This is an optimization exercise on Yosys and OpenROAD, whose aim is small area, a short achievable clock period and few clock cycles per item, not a production implementation. Function was checked by simulation only, so behaviour that the tests miss may differ from the original.

== before ==
==> flow/design.v (excerpt) <==
module cordic_vector (
  input  logic        clk,
  input  logic        reset,
  input  logic [31:0] x_in,
  input  logic [31:0] y_in,
  input  logic        in_valid,
  output logic        in_ready,
  output logic [31:0] angle,
  output logic [31:0] magnitude,
  output logic        out_valid,
  input  logic        out_ready
);
clock: 12.0 ns
lec_check: 0
cap_margin: 20
core_margin: 2
core_utilization: 45
cts_cluster_diameter: 120
cts_cluster_size: 25
slew_margin: 20
standard.sh (not shown) runs the stock make flow with config.mk's settings and CLKGATE_MAP_FILE= SYNTH_SCRIPT=/design/flow/synth_recipe.tcl, a recipe that flattens the netlist after the stock synthesis.
==> flow/flow/run.sh <==
#!/bin/bash
# The standard layout, with the resizer allowed to change cell footprints and asked for
# more setup slack than the constraint needs, so that it shortens the critical paths.
set -euo pipefail
bash standard.sh synth > synth.log 2>&1
bash standard.sh MATCH_CELL_FOOTPRINT=0 SETUP_SLACK_MARGIN=8.1 finish > layout.log 2>&1
Testbench counts of before, summed over its fixed seeds: cycles 2,320, items 2,048.
The following lists how after was set up differently from before:
--- a/flow/design.v
+++ b/flow/design.v
@@ -879,38 +879,46 @@
   assign zb = {12'b0, dd31[11], dd31[12], dd31[13], dd31[14], dd31[15], dd31[16], dd31[17],
                  dd31[18], dd31[19], dd31[20], dd31[21], dd31[22], dd31[23], dd31[24],
                  dd31[25], dd31[26], dd31[27], dd31[28], dd31[29], 1'b1};
   logic [31:0] zs_s0_0, zs_c0_0;
   assign zs_s0_0 = zt1 ^ zt2 ^ zt3;
   assign zs_c0_0 = ((zt1 & zt2) | (zt1 & zt3) | (zt2 & zt3)) << 1;
   logic [31:0] zs_s1_0, zs_c1_0;
   assign zs_s1_0 = zs_s0_0 ^ zs_c0_0 ^ zb;
   assign zs_c1_0 = ((zs_s0_0 & zs_c0_0) | (zs_s0_0 & zb) | (zs_c0_0 & zb)) << 1;
   logic vm, mc, zf;
   logic [55:8] ma, mb;
-  logic [31:0] zha, zhb;
+  logic [16:0] zlo;
+  assign zlo = {1'b0, zs_s1_0[15:0]} + {1'b0, zs_c1_0[15:0]};
+  logic [31:16] zha, zhb;
+  logic [15:0] zl;
+  logic zc;
   always_ff @(posedge clk or negedge reset)
     if (!reset) vm <= 1'b0;
     else if (en) vm <= v31;
   always_ff @(posedge clk) if (en) begin
     ma <= pm_s4_0[55:8];
     mb <= pm_c4_0[55:8];
     mc <= plo[8];
-    zha <= zs_s1_0;
-    zhb <= zs_c1_0;
+    zha <= zs_s1_0[31:16];
+    zhb <= zs_c1_0[31:16];
+    zl <= zlo[15:0];
+    zc <= zlo[16];
     zf <= (x31 == 33'd0);
   end
   logic [55:8] phi;
   assign phi = ma + mb + {47'b0, mc};
   assign mag_n = (phi[55:54] != 2'b00) ? 32'h7FFFFFFF : {1'b0, phi[53:23]};
-  assign zsum = zha + zhb;
+  logic [31:16] zh;
+  assign zh = zha + zhb + {15'b0, zc};
+  assign zsum = {zh, zl};
   assign ang_n = zf ? 32'h0 : zsum;
   logic        rv, kv;
   logic [31:0] ra, rm, ka, km;
   logic        take, incoming, load_r;
   assign en       = ~kv;
   assign take     = rv & out_ready;
   assign incoming = en & vm;
   assign load_r   = ~rv | take;
   logic        rv_d, kv_d, rdy;
   always_comb begin
     rv_d = rv;
- The worst hold slack number comes out lower for before vs after.
- Final area: after vs before up about 0.7%
- In the reports for before and after, the smaller critical path depth belongs to before.
- Detailed-route via count: after vs before up 1.1%
- Taking before as 1.0, after lands at 1.17 on number of non-clock buffers in the layout.
- Of before and after, the run reporting the higher sum of routed wire segments on met1 was after.
- Comparing after with before, the fraction of registers with async set/reset came out essentially unchanged.
- Compared to before, after has setup slack of the critical path after layout 0.76 ns lower.
- Count of mapped cells out of synthesis in after vs before: up about 1.3%
- Final routed wirelength across all metal layers, after vs before: up by a few percent
- [after] transition at the pin with the smallest max-transition slack fell 0.088 ns relative to before
Testbench counts of after, summed over its fixed seeds: cycles 2,320, items 2,048.

-- static timing again, ports no longer ideal --
In the flow no input, the clock included, has a driving cell. The finished layouts below were timed again as built, in two steps.
Step 1 (the two cells are an assumption about what drives the block):
set clk [get_ports {clk}]
set_driving_cell -lib_cell sky130_fd_sc_hd__clkbuf_16 $clk
set_driving_cell -lib_cell sky130_fd_sc_hd__buf_2 [delete_from_list [all_inputs] $clk]
Step 2 adds t to the input delays and takes it off the output delays; t is the mean of the earliest and latest rising clock arrival at the registers after step 1. Input paths then give back, and output paths get back, about the clock's delay inside the block.
Slacks: ideal ports / drivers / drivers and shift; pairs: ideal ports / drivers.
run | t, ns | setup slack, ns | clock arrival spread, ns | worst register clock-pin slew, ns
before | 0.995 | 8.075 / 8.012 / 7.143 | 0.091 / 0.091 | 0.11 / 0.11
after | 0.979 | 7.313 / 7.313 / 7.199 | 0.092 / 0.091 | 0.11 / 0.11
After both steps every run listed still meets setup and hold. The setup slack of before, which loses most, moves by -0.063 ns with the drivers and by -0.932 ns with both steps.
